This design comes from an exercise in tuning for small area, a short achievable clock period and few clock cycles per item on the open sky130 flow, not from production work.
Function was checked by simulation only, so behaviour that the tests miss may differ from the original.

Setup of the previous run:
==> flow/design.v <==
`default_nettype none
package skt_pkg;
   localparam int DEPTH = 64;
   localparam int KEY_WIDTH = 32;
   localparam int IDX_W = $clog2(DEPTH);
   localparam int CNT_W = $clog2(DEPTH + 1);
   localparam logic [2:0] CMD_INSERT     = 3'd0;
   localparam logic [2:0] CMD_REMOVE_KEY = 3'd1;
   localparam logic [2:0] CMD_FIND       = 3'd2;
   localparam logic [2:0] CMD_FIND_NEXT  = 3'd3;
   localparam logic [2:0] CMD_READ_IDX   = 3'd4;
   localparam logic [2:0] CMD_REMOVE_IDX = 3'd5;
   localparam logic [2:0] CMD_CLEAR      = 3'd6;
   localparam logic [2:0] ST_OK      = 3'd0;
   localparam logic [2:0] ST_NOTFND  = 3'd1;
   localparam logic [2:0] ST_DUP     = 3'd2;
   localparam logic [2:0] ST_FULL    = 3'd3;
   localparam logic [2:0] ST_REFUSED = 3'd4;
   localparam logic REG_ALLOW_DUP = 1'b0;
   localparam logic REG_UNSORTED  = 1'b1;
endpackage
`default_nettype wire
`default_nettype none
module skt_ram #(
   parameter int WIDTH = 32,
   parameter int DEPTH_W = 64
) (
   input  wire logic                       clock,
   input  wire logic                       we,
   input  wire logic [$clog2(DEPTH_W)-1:0] waddr,
   input  wire logic [WIDTH-1:0]           wdata,
   input  wire logic [$clog2(DEPTH_W)-1:0] raddr,
   output      logic [WIDTH-1:0]           rdata
);
   logic [WIDTH-1:0] mem [DEPTH_W];
   always_ff @(posedge clock) begin
      if (we) mem[waddr] <= wdata;
      rdata <= mem[raddr];
   end
endmodule
`default_nettype wire
`default_nettype none
module sorted_key_table (
   input wire logic clock,
   input wire logic reset,
   input  wire logic        req_valid,
   output      logic        req_ready,
   input  wire logic [2:0]  req_cmd,
   input  wire logic [31:0] req_key,
   input  wire logic [5:0]  req_slot_index,
   output      logic        rsp_valid,
   input  wire logic        rsp_ready,
   output      logic [2:0]  rsp_status,
   output      logic [31:0] rsp_key_out,
   output      logic [6:0]  rsp_entries_now,
   input  wire logic        csr_valid,
   output      logic        csr_ready,
   input  wire logic [31:0] csr_index,
   input  wire logic [31:0] csr_data
);
   localparam logic [3:0] S_IDLE  = 4'd0;
   localparam logic [3:0] S_SRCH  = 4'd1;   
   localparam logic [3:0] S_SCMP  = 4'd2;   
   localparam logic [3:0] S_DISP  = 4'd3;   
   localparam logic [3:0] S_RDWT  = 4'd4;   
   localparam logic [3:0] S_SHRD  = 4'd5;   
   localparam logic [3:0] S_SHWR  = 4'd6;   
   localparam logic [3:0] S_RESP  = 4'd7;
   localparam logic [3:0] S_SORTR = 4'd8;   
   localparam logic [3:0] S_SORTC = 4'd9;   
   localparam logic [3:0] S_SORTV = 4'd10;  
   logic [3:0]        state_ff, state_in;
   logic [skt_pkg::CNT_W-1:0]  count_ff, count_in;
   logic              dup_ff, dup_in, uns_ff, uns_in;
   logic [2:0]        cmd_ff, cmd_in;
   logic [skt_pkg::KEY_WIDTH-1:0] key_ff, key_in;
   logic [skt_pkg::CNT_W-1:0]  lo_ff, lo_in, hi_ff, hi_in;    
   logic [skt_pkg::CNT_W-1:0]  pos_ff, pos_in;                
   logic              strict_ff, strict_in;          
   logic              phase_ff, phase_in;            
   logic [2:0]        st_ff, st_in;
   logic [skt_pkg::KEY_WIDTH-1:0] kout_ff, kout_in;
   logic              found_ff, found_in;
   logic [skt_pkg::KEY_WIDTH-1:0] v_ff, v_in;                 
   logic                 we;
   logic [skt_pkg::IDX_W-1:0]     waddr, raddr;
   logic [skt_pkg::KEY_WIDTH-1:0] wdata, rdata;
   skt_ram #(.WIDTH(skt_pkg::KEY_WIDTH), .DEPTH_W(skt_pkg::DEPTH)) u_ram (
      .clock(clock), .we(we), .waddr(waddr), .wdata(wdata),
      .raddr(raddr), .rdata(rdata));
   logic              lt_k, eq_k;
   assign lt_k = rdata < key_ff;
   assign eq_k = rdata == key_ff;
   logic [skt_pkg::CNT_W-1:0] mid;
   assign mid = lo_ff + ((hi_ff - lo_ff) >> 1);
   logic csr_hit_uns;
   assign csr_hit_uns = csr_valid && csr_ready && (csr_index == 32'(skt_pkg::REG_UNSORTED));
   assign req_ready = (state_ff == S_IDLE) && !csr_valid;
   assign csr_ready = (state_ff == S_IDLE);
   assign rsp_valid = (state_ff == S_RESP);
   assign rsp_status = st_ff;
   assign rsp_key_out = kout_ff;
   assign rsp_entries_now = 7'(count_ff);
   always_comb begin
      state_in = state_ff; count_in = count_ff; dup_in = dup_ff; uns_in = uns_ff;
      cmd_in = cmd_ff; key_in = key_ff; lo_in = lo_ff; hi_in = hi_ff;
      pos_in = pos_ff; strict_in = strict_ff; phase_in = phase_ff;
      st_in = st_ff; kout_in = kout_ff; found_in = found_ff; v_in = v_ff;
      we = 1'b0; waddr = '0; wdata = key_ff; raddr = skt_pkg::IDX_W'(mid);
      unique case (state_ff)
         S_IDLE: begin
            if (csr_valid) begin
               if (csr_index == 32'(skt_pkg::REG_ALLOW_DUP)) dup_in = csr_data[0];
               if (csr_hit_uns) begin
                  uns_in = csr_data[0];
                  if (uns_ff && !csr_data[0] && count_ff > 1) begin
                     lo_in = skt_pkg::CNT_W'(1);                
                     state_in = S_SORTV;
                  end
               end
            end else if (req_valid) begin
               cmd_in = req_cmd; key_in = req_key;
               st_in = skt_pkg::ST_OK; kout_in = '0; phase_in = 1'b0; found_in = 1'b0;
               lo_in = '0; hi_in = count_ff; strict_in = 1'b0;
               unique case (req_cmd)
                  skt_pkg::CMD_INSERT, skt_pkg::CMD_REMOVE_KEY, skt_pkg::CMD_FIND: begin
                     if (!(req_cmd == skt_pkg::CMD_INSERT && dup_ff)) state_in = S_SRCH;
                     else state_in = S_DISP;
                  end
                  skt_pkg::CMD_FIND_NEXT: begin
                     if (uns_ff) begin st_in = skt_pkg::ST_REFUSED; state_in = S_RESP; end
                     else begin strict_in = 1'b1; state_in = S_SRCH; end
                  end
                  skt_pkg::CMD_READ_IDX, skt_pkg::CMD_REMOVE_IDX: begin
                     if (skt_pkg::CNT_W'(req_slot_index) < count_ff) begin
                        lo_in = skt_pkg::CNT_W'(req_slot_index);
                        found_in = 1'b1;
                        strict_in = 1'b1;    
                        state_in = S_RDWT;
                     end else begin
                        st_in = skt_pkg::ST_REFUSED; state_in = S_RESP;
                     end
                  end
                  skt_pkg::CMD_CLEAR: begin count_in = '0; state_in = S_RESP; end
                  default: begin st_in = skt_pkg::ST_REFUSED; state_in = S_RESP; end
               endcase
            end
         end
         S_SRCH: begin
            if (lo_ff >= hi_ff) state_in = S_DISP;
            else begin
               raddr = (uns_ff && !strict_ff) ? skt_pkg::IDX_W'(lo_ff) : skt_pkg::IDX_W'(mid);
               state_in = S_SCMP;
            end
         end
         S_SCMP: begin
            state_in = S_SRCH;
            if (uns_ff && !strict_ff) begin
               if (eq_k) begin found_in = 1'b1; state_in = S_DISP; end
               else lo_in = lo_ff + 1'b1;
            end else if (strict_ff ? (lt_k || eq_k) : lt_k) lo_in = mid + 1'b1;
            else hi_in = mid;
         end
         S_DISP: begin
            if (!uns_ff && !strict_ff && !found_ff && lo_ff < count_ff) begin
               raddr = skt_pkg::IDX_W'(lo_ff);
               strict_in = 1'b1;    
               state_in = S_RDWT;
            end else begin
               state_in = S_RESP;
               if (cmd_ff == skt_pkg::CMD_INSERT && !phase_ff) begin
                  if (found_ff && !dup_ff) st_in = skt_pkg::ST_DUP;
                  else if (count_ff >= skt_pkg::CNT_W'(skt_pkg::DEPTH)) st_in = skt_pkg::ST_FULL;
                  else if (!uns_ff) begin
                     phase_in = 1'b1; found_in = 1'b0; strict_in = 1'b1;
                     lo_in = '0; hi_in = count_ff; state_in = S_SRCH;
                  end else begin
                     we = 1'b1; waddr = skt_pkg::IDX_W'(count_ff);
                     count_in = count_ff + 1'b1;
                  end
               end else if (cmd_ff == skt_pkg::CMD_INSERT) begin
                  pos_in = count_ff; state_in = S_SHRD;
               end else if (cmd_ff == skt_pkg::CMD_FIND_NEXT) begin
                  if (lo_ff < count_ff) begin
                     raddr = skt_pkg::IDX_W'(lo_ff); found_in = 1'b1;
                     strict_in = 1'b0; state_in = S_RDWT;
                  end else st_in = skt_pkg::ST_NOTFND;
               end else if (found_ff) begin
                  raddr = skt_pkg::IDX_W'(lo_ff); state_in = S_RDWT;
               end else st_in = skt_pkg::ST_NOTFND;
            end
         end
         S_RDWT: begin
            raddr = skt_pkg::IDX_W'(lo_ff);
            if (!found_ff) begin
               strict_in = 1'b0;
               found_in = eq_k;
               state_in = S_DISP;
               if (!eq_k) lo_in = count_ff;
            end else if (strict_ff) begin
               state_in = S_RDWT; strict_in = 1'b0;  
            end else begin
               kout_in = rdata;
               if (cmd_ff == skt_pkg::CMD_REMOVE_KEY || cmd_ff == skt_pkg::CMD_REMOVE_IDX) begin
                  pos_in = lo_ff; state_in = S_SHRD;
               end else state_in = S_RESP;
            end
         end
         S_SHRD: begin
            if (cmd_ff == skt_pkg::CMD_INSERT) begin
               if (pos_ff == lo_ff) begin
                  we = 1'b1; waddr = skt_pkg::IDX_W'(lo_ff);
                  count_in = count_ff + 1'b1; state_in = S_RESP;
               end else begin
                  raddr = skt_pkg::IDX_W'(pos_ff - 1'b1); state_in = S_SHWR;
               end
            end else begin
               if (pos_ff + 1'b1 >= count_ff) begin
                  count_in = count_ff - 1'b1; state_in = S_RESP;
               end else begin
                  raddr = skt_pkg::IDX_W'(pos_ff + 1'b1); state_in = S_SHWR;
               end
            end
         end
         S_SHWR: begin
            we = 1'b1; waddr = skt_pkg::IDX_W'(pos_ff); wdata = rdata;
            pos_in = (cmd_ff == skt_pkg::CMD_INSERT) ? pos_ff - 1'b1 : pos_ff + 1'b1;
            state_in = S_SHRD;
         end
         S_RESP: begin
            if (rsp_ready) state_in = S_IDLE;
         end
         S_SORTV: begin
            if (lo_ff >= count_ff) state_in = S_IDLE;
            else begin
               raddr = skt_pkg::IDX_W'(lo_ff); hi_in = lo_ff; phase_in = 1'b0;
               state_in = S_SORTR;
            end
         end
         S_SORTR: begin
            if (!phase_ff) begin v_in = rdata; phase_in = 1'b1; end
            if (hi_ff == '0) begin
               we = 1'b1; waddr = '0; wdata = phase_ff ? v_ff : rdata;
               lo_in = lo_ff + 1'b1; state_in = S_SORTV;
            end else begin
               raddr = skt_pkg::IDX_W'(hi_ff - 1'b1); state_in = S_SORTC;
            end
         end
         S_SORTC: begin
            if (rdata > v_ff) begin
               we = 1'b1; waddr = skt_pkg::IDX_W'(hi_ff); wdata = rdata;
               hi_in = hi_ff - 1'b1; state_in = S_SORTR;
            end else begin
               we = 1'b1; waddr = skt_pkg::IDX_W'(hi_ff); wdata = v_ff;
               lo_in = lo_ff + 1'b1; state_in = S_SORTV;
            end
         end
         default: state_in = S_IDLE;
      endcase
   end
   always_ff @(posedge clock) begin
      if (reset) begin
         state_ff <= S_IDLE; count_ff <= '0; dup_ff <= 1'b0; uns_ff <= 1'b0;
      end else begin
         state_ff <= state_in; count_ff <= count_in;
         dup_ff <= dup_in; uns_ff <= uns_in;
      end
      cmd_ff <= cmd_in; key_ff <= key_in; lo_ff <= lo_in; hi_ff <= hi_in;
      pos_ff <= pos_in; strict_ff <= strict_in; phase_ff <= phase_in;
      st_ff <= st_in; kout_ff <= kout_in; found_ff <= found_in; v_ff <= v_in;
   end
endmodule
`default_nettype wire
clock: 8.0 ns
lec_check: 0
cap_margin: 20
core_margin: 2
core_utilization: 25
place_density: 0.3
slew_margin: 20
run.sh (not shown) runs the stock make flow with config.mk's settings and CLKGATE_MAP_FILE= SYNTH_SCRIPT=/design/flow/synth_recipe.tcl, a recipe that flattens the netlist after the stock synthesis.
Testbench counts of the previous run, summed over its fixed seeds: cycles 190,228, ops 5,464.
Edits applied to the flow inputs when going from the previous run to the current run:
-- flow/design.v --
<<< the previous run, line 225
         S_SHWR: begin
            we = 1'b1; waddr = skt_pkg::IDX_W'(pos_ff); wdata = rdata;
            pos_in = (cmd_ff == skt_pkg::CMD_INSERT) ? pos_ff - 1'b1 : pos_ff + 1'b1;
            state_in = S_SHRD;
         end
         S_RESP: begin
>>> the current run, line 225
         S_SHWR: begin
            we = 1'b1; waddr = skt_pkg::IDX_W'(pos_ff); wdata = rdata;
            state_in = S_SHRD;
            if (cmd_ff == skt_pkg::CMD_INSERT) begin
               pos_in = pos_ff - 1'b1;
               if (pos_ff - 1'b1 != lo_ff) begin
                  raddr = skt_pkg::IDX_W'(pos_ff - 2'd2); state_in = S_SHWR;
               end
            end else begin
               pos_in = pos_ff + 1'b1;
               if (pos_ff + 2'd2 < count_ff) begin
                  raddr = skt_pkg::IDX_W'(pos_ff + 2'd2); state_in = S_SHWR;
               end
            end
         end
         S_RESP: begin
<<< the previous run, line 251
               we = 1'b1; waddr = skt_pkg::IDX_W'(hi_ff); wdata = rdata;
               hi_in = hi_ff - 1'b1; state_in = S_SORTR;
            end else begin
               we = 1'b1; waddr = skt_pkg::IDX_W'(hi_ff); wdata = v_ff;
>>> the current run, line 261
               we = 1'b1; waddr = skt_pkg::IDX_W'(hi_ff); wdata = rdata;
               hi_in = hi_ff - 1'b1; state_in = S_SORTR;
               if (hi_ff != skt_pkg::CNT_W'(1)) begin
                  raddr = skt_pkg::IDX_W'(hi_ff - 2'd2); state_in = S_SORTC;
               end
            end else begin
               we = 1'b1; waddr = skt_pkg::IDX_W'(hi_ff); wdata = v_ff;
### Flow results
For the current run, the worst-path cell with the longest stage delay was nor4_4, unlike the previous run, where it was fa_1.
Going from the previous run to the current run, count of placed standard cells in the final layout, fillers left out fell 42; summed instance area of the synthesized netlist rose 640 sq um; core utilization about even.
Across both runs, actual transition at the worst max-transition pin was higher for the current run than for the previous run.
The first-pass GRT wire length of the current run is lower than that of the previous run.
[compare] base=the previous run new=the current run: via count of the first global-routing pass fell about 2.6%; remaining number of nets flagged by the antenna check after routing about even; relative area of non-clock buffer cells in the final design fell 0.21 points.
Testbench counts of the current run, summed over its fixed seeds: cycles 155,168, ops 5,464.

-- separate check: timing with driven ports --
In the flow no input, the clock included, has a driving cell. The finished layouts below were timed again as built, in two steps. Step 1 sets driving cells, clkbuf_16 on the clock port and buf_2 on the other inputs (assumed; they add their load-dependent delay and slew). Step 2, shift: input delay + t, output delay - t, t = (earliest + latest rising clock arrival at the registers) / 2. This alone moves slack from input paths to output paths. Slacks: no drivers / after step 1 / after step 2; pairs: no drivers / after step 1.
run	t (ns)	setup slack, ns	hold WS [ns]
the previous run	0.986	1.071 / 1.071 / 1.071	0.505 / 0.505 / 0.505
the current run	0.993	1.156 / 1.156 / 1.156	0.531 / 0.531 / 0.531
After both steps setup and hold are still met in every run listed.
